From an optimization exercise on the open Yosys and OpenROAD flow, aimed at small area, a short achievable clock period and few clock cycles per item; shortcuts taken in it are not production practice.
Only simulation tests tie the RTL to the original design; equivalence was not proved.
Power figures rest on the tool's default switching activity, not on a simulated workload.

// unique_value_list_table_unit
module unique_value_list_table_unit #(
  parameter int CAPACITY = 64
) (
  input  logic            clk,
  input  logic            rst,
  input  logic            start,
  output logic            busy,
  input  uvlt_pkg::req_t  req,
  output logic            done,
  output uvlt_pkg::rsp_t  rsp
);
Settings: LEC_CHECK=0, CAP_MARGIN=20, CORE_MARGIN=2, CORE_UTILIZATION=40, SETUP_SLACK_MARGIN=2.0, SLEW_MARGIN=20, TNS_END_PERCENT=5; clock period 5.0 ns.
run.sh (not shown) runs the stock make flow with config.mk's settings and CLKGATE_MAP_FILE= SYNTH_SCRIPT=/design/flow/synth_recipe.tcl, a recipe that flattens the netlist after the stock synthesis.
Testbench counts at the start, summed over its fixed seeds: cycles 12,008, ops 12,000.
Next try:
==> flow/flow/run.sh (new file) <==
#!/bin/bash
set -euo pipefail
cd "$(dirname "${BASH_SOURCE[0]}")/.."
slow=""
for c in nor4_1 nor4_2 nor4_4 nor4b_1 nor4b_2 nor4b_4 nor4bb_1 nor4bb_2 nor4bb_4 \
         or4_1 or4_2 or4_4 or4b_1 or4b_2 or4b_4 or4bb_1 or4bb_2 or4bb_4 \
         a2111o_1 a2111o_2 a2111o_4 a2111oi_0 a2111oi_1 a2111oi_2 a2111oi_4 \
         o2111a_1 o2111a_2 o2111a_4 o2111ai_1 o2111ai_2 o2111ai_4 \
         nor3b_1 nor3b_2 nor3b_4 or3b_1 or3b_2 or3b_4; do
  slow="$slow sky130_fd_sc_hd__$c"
done
# the platform's own list, as make evaluates it
platform=$(make -s -C "$FLOW_HOME" DESIGN_CONFIG="$PWD/config.mk" WORK_HOME="$PWD/du_probe" \
  print-DONT_USE_CELLS 2> du_probe.log | sed -n 's/^DONT_USE_CELLS: //p')
rm -rf du_probe
[[ -n "$platform" ]] || { echo "no platform don't-use list" >&2; exit 1; }
export FLOW_FLOW_DONT_USE="$platform $slow"
echo "$FLOW_FLOW_DONT_USE" > dont_use.txt
# standard.sh with the don't-use list on its make command line
sed 's/^make -C /make DONT_USE_CELLS="$FLOW_FLOW_DONT_USE" -C /' standard.sh > standard_du.sh
grep -q 'DONT_USE_CELLS="$FLOW_FLOW_DONT_USE"' standard_du.sh
bash standard_du.sh > flow_make.log 2>&1
==> flow/standard.sh (new file) <==
#!/bin/bash
# synth_recipe.tcl (not shown) runs the flow's synth.tcl, then flattens the netlist and writes it again
# the make line also repeats each setting of config.mk as NAME=value (left out here)
make -C /OpenROAD-flow-scripts/flow DESIGN_CONFIG=/design/flow/config.mk WORK_HOME=/design/flow/orfs CLKGATE_MAP_FILE= SYNTH_SCRIPT=/design/flow/synth_recipe.tcl "${@:-finish}"
removed: flow/run.sh
=> The changed run ran to the end with no violations. Hold slack improved by 0.053 ns. Critical path depth goes up by 6. Area after synthesis goes up slightly. Non-clock buffer count goes down by 247. Sequential power goes down by a few percent. Sequential share of layout area goes up by 0.91 points. Fmax goes up slightly. Worst setup slack improved by 0.022 ns. Combinational power goes down by a quarter to a third.


Another version of the RTL of unique_value_list_table_unit (not shown whole).
Size in the first run: ~10,000 cells after synthesis, roughly 2,300 flip-flops.
clock: 5.0 ns
lec_check: 0
cap_margin: 20
core_margin: 2
core_utilization: 40
cts_cluster_diameter: 100
cts_cluster_size: 20
setup_slack_margin: 2.0
slew_margin: 20
tns_end_percent: 5
standard.sh (not shown) runs the stock make flow with config.mk's settings and CLKGATE_MAP_FILE= SYNTH_SCRIPT=/design/flow/synth_recipe.tcl, a recipe that flattens the netlist after the stock synthesis.
==> flow/flow/run.sh <==
#!/bin/bash
set -euo pipefail
cd "$(dirname "${BASH_SOURCE[0]}")/.."
slow=""
for c in nor4_1 nor4_2 nor4_4 nor4b_1 nor4b_2 nor4b_4 nor4bb_1 nor4bb_2 nor4bb_4 \
         or4_1 or4_2 or4_4 or4b_1 or4b_2 or4b_4 or4bb_1 or4bb_2 or4bb_4 \
         a2111o_1 a2111o_2 a2111o_4 a2111oi_0 a2111oi_1 a2111oi_2 a2111oi_4 \
         o2111a_1 o2111a_2 o2111a_4 o2111ai_1 o2111ai_2 o2111ai_4 \
         nor3b_1 nor3b_2 nor3b_4 or3b_1 or3b_2 or3b_4; do
  slow="$slow sky130_fd_sc_hd__$c"
done
# the platform's own list, as make evaluates it
platform=$(make -s -C "$FLOW_HOME" DESIGN_CONFIG="$PWD/config.mk" WORK_HOME="$PWD/du_probe" \
  print-DONT_USE_CELLS 2> du_probe.log | sed -n 's/^DONT_USE_CELLS: //p')
rm -rf du_probe
[[ -n "$platform" ]] || { echo "no platform don't-use list" >&2; exit 1; }
export FLOW_FLOW_DONT_USE="$platform $slow"
echo "$FLOW_FLOW_DONT_USE" > dont_use.txt
# standard.sh with the don't-use list on its make command line
sed 's/^make -C /make DONT_USE_CELLS="$FLOW_FLOW_DONT_USE" -C /' standard.sh > standard_du.sh
grep -q 'DONT_USE_CELLS="$FLOW_FLOW_DONT_USE"' standard_du.sh
bash standard_du.sh > flow_make.log 2>&1
Testbench counts at the start, summed over its fixed seeds: cycles 12,008, ops 12,000.
Change:
Settings changed: CTS_CLUSTER_DIAMETER 100 to default, CTS_CLUSTER_SIZE 20 to default.
Outcome: Count of clock-buffer cells in the layout goes up by 135. Maximum frequency goes up by 1.5%. Design area goes up by about 3.5%. Worst hold slack improved by 0.0072 ns. Routed wire length goes up by about 0.66%. Worst setup slack improved by 0.046 ns. Utilization goes up by 1.5 points.


unique_value_list_table_unit again, from the RTL that the note above started with.
==> flow/config.mk <==
export PLATFORM = sky130hd
export DESIGN_NAME = unique_value_list_table_unit
export DESIGN_NICKNAME = unique_value_list_table_unit
export VERILOG_FILES = /design/flow/design.v
export SDC_FILE = /design/flow/constraint.sdc
export NUM_CORES = 4
export LEC_CHECK = 0
export CAP_MARGIN = 20
export CORE_MARGIN = 2
export CORE_UTILIZATION = 40
export CTS_CLUSTER_DIAMETER = 110
export CTS_CLUSTER_SIZE = 24
export SETUP_SLACK_MARGIN = 2.0
export SLEW_MARGIN = 20
export TNS_END_PERCENT = 5
==> flow/constraint.sdc <==
create_clock -name core_clock -period 5.0 [get_ports {clk}]
set_input_delay 1.0000 -clock core_clock [delete_from_list [all_inputs] [get_ports {clk}]]
set_output_delay 1.0000 -clock core_clock [all_outputs]
set_load 0.01 [all_outputs]
Scripts as last shown in full above: flow/flow/run.sh
The starting point finished with timing, DRC and antenna clean.
Testbench counts at the start, summed over its fixed seeds: cycles 12,008, ops 12,000.
Rerun with:
- CORE_UTILIZATION: 40 -> 55
- CTS_CLUSTER_DIAMETER: 110 -> 100
- CTS_CLUSTER_SIZE: 24 -> 20
After rerunning: Via count climbs by about 1.5%; utilization went up by 16 points; worst setup slack is better by 0.0037 ns; power climbs by 3.3%; routed wire length rose by 2.3%; clock-buffer cell count rose by 28; first-iteration DRC count went up by 0.94%; die area drops by about 27%; global-route usage rises by 12 points.

## afterwards: timing with drivers on the ports
In the flow no input, the clock included, has a driving cell. The finished layouts below were timed again as built, in two steps.
Step 1 sets driving cells, clkbuf_16 on the clock port and buf_2 on the other inputs (assumed; they add their load-dependent delay and slew).
Step 2 also shifts input and output timing later by t, the mid clock arrival at the registers, as if the neighbouring blocks saw the same clock.
Three values: ideal ports, drivers, drivers and shift; two values: the first two.
run	shift t [ns]	slack for setup (ns)	worst setup path after step 2	worst register clock-pin slew, ns
the first run of note 1	1.020	1.618 / 1.415 / 0.395	input to register	0.07 / 0.07
the second run of note 1	0.991	1.640 / 1.608 / 0.617	input to register	0.07 / 0.07
the first run of note 2	0.939	1.789 / 1.698 / 0.932	input to register	0.10 / 0.10
the second run of note 2	0.940	1.836 / 1.740 / 0.932	input to register	0.06 / 0.06
the first run of note 3	0.928	1.765 / 1.697 / 0.890	input to register	0.11 / 0.11
the second run of note 3	0.913	1.768 / 1.735 / 0.885	input to register	0.10 / 0.10
After both steps setup and hold are still met in every run listed. For the first run of note 1, which loses most, drivers alone change the setup slack by -0.203 ns; drivers and shift together by -1.223 ns.
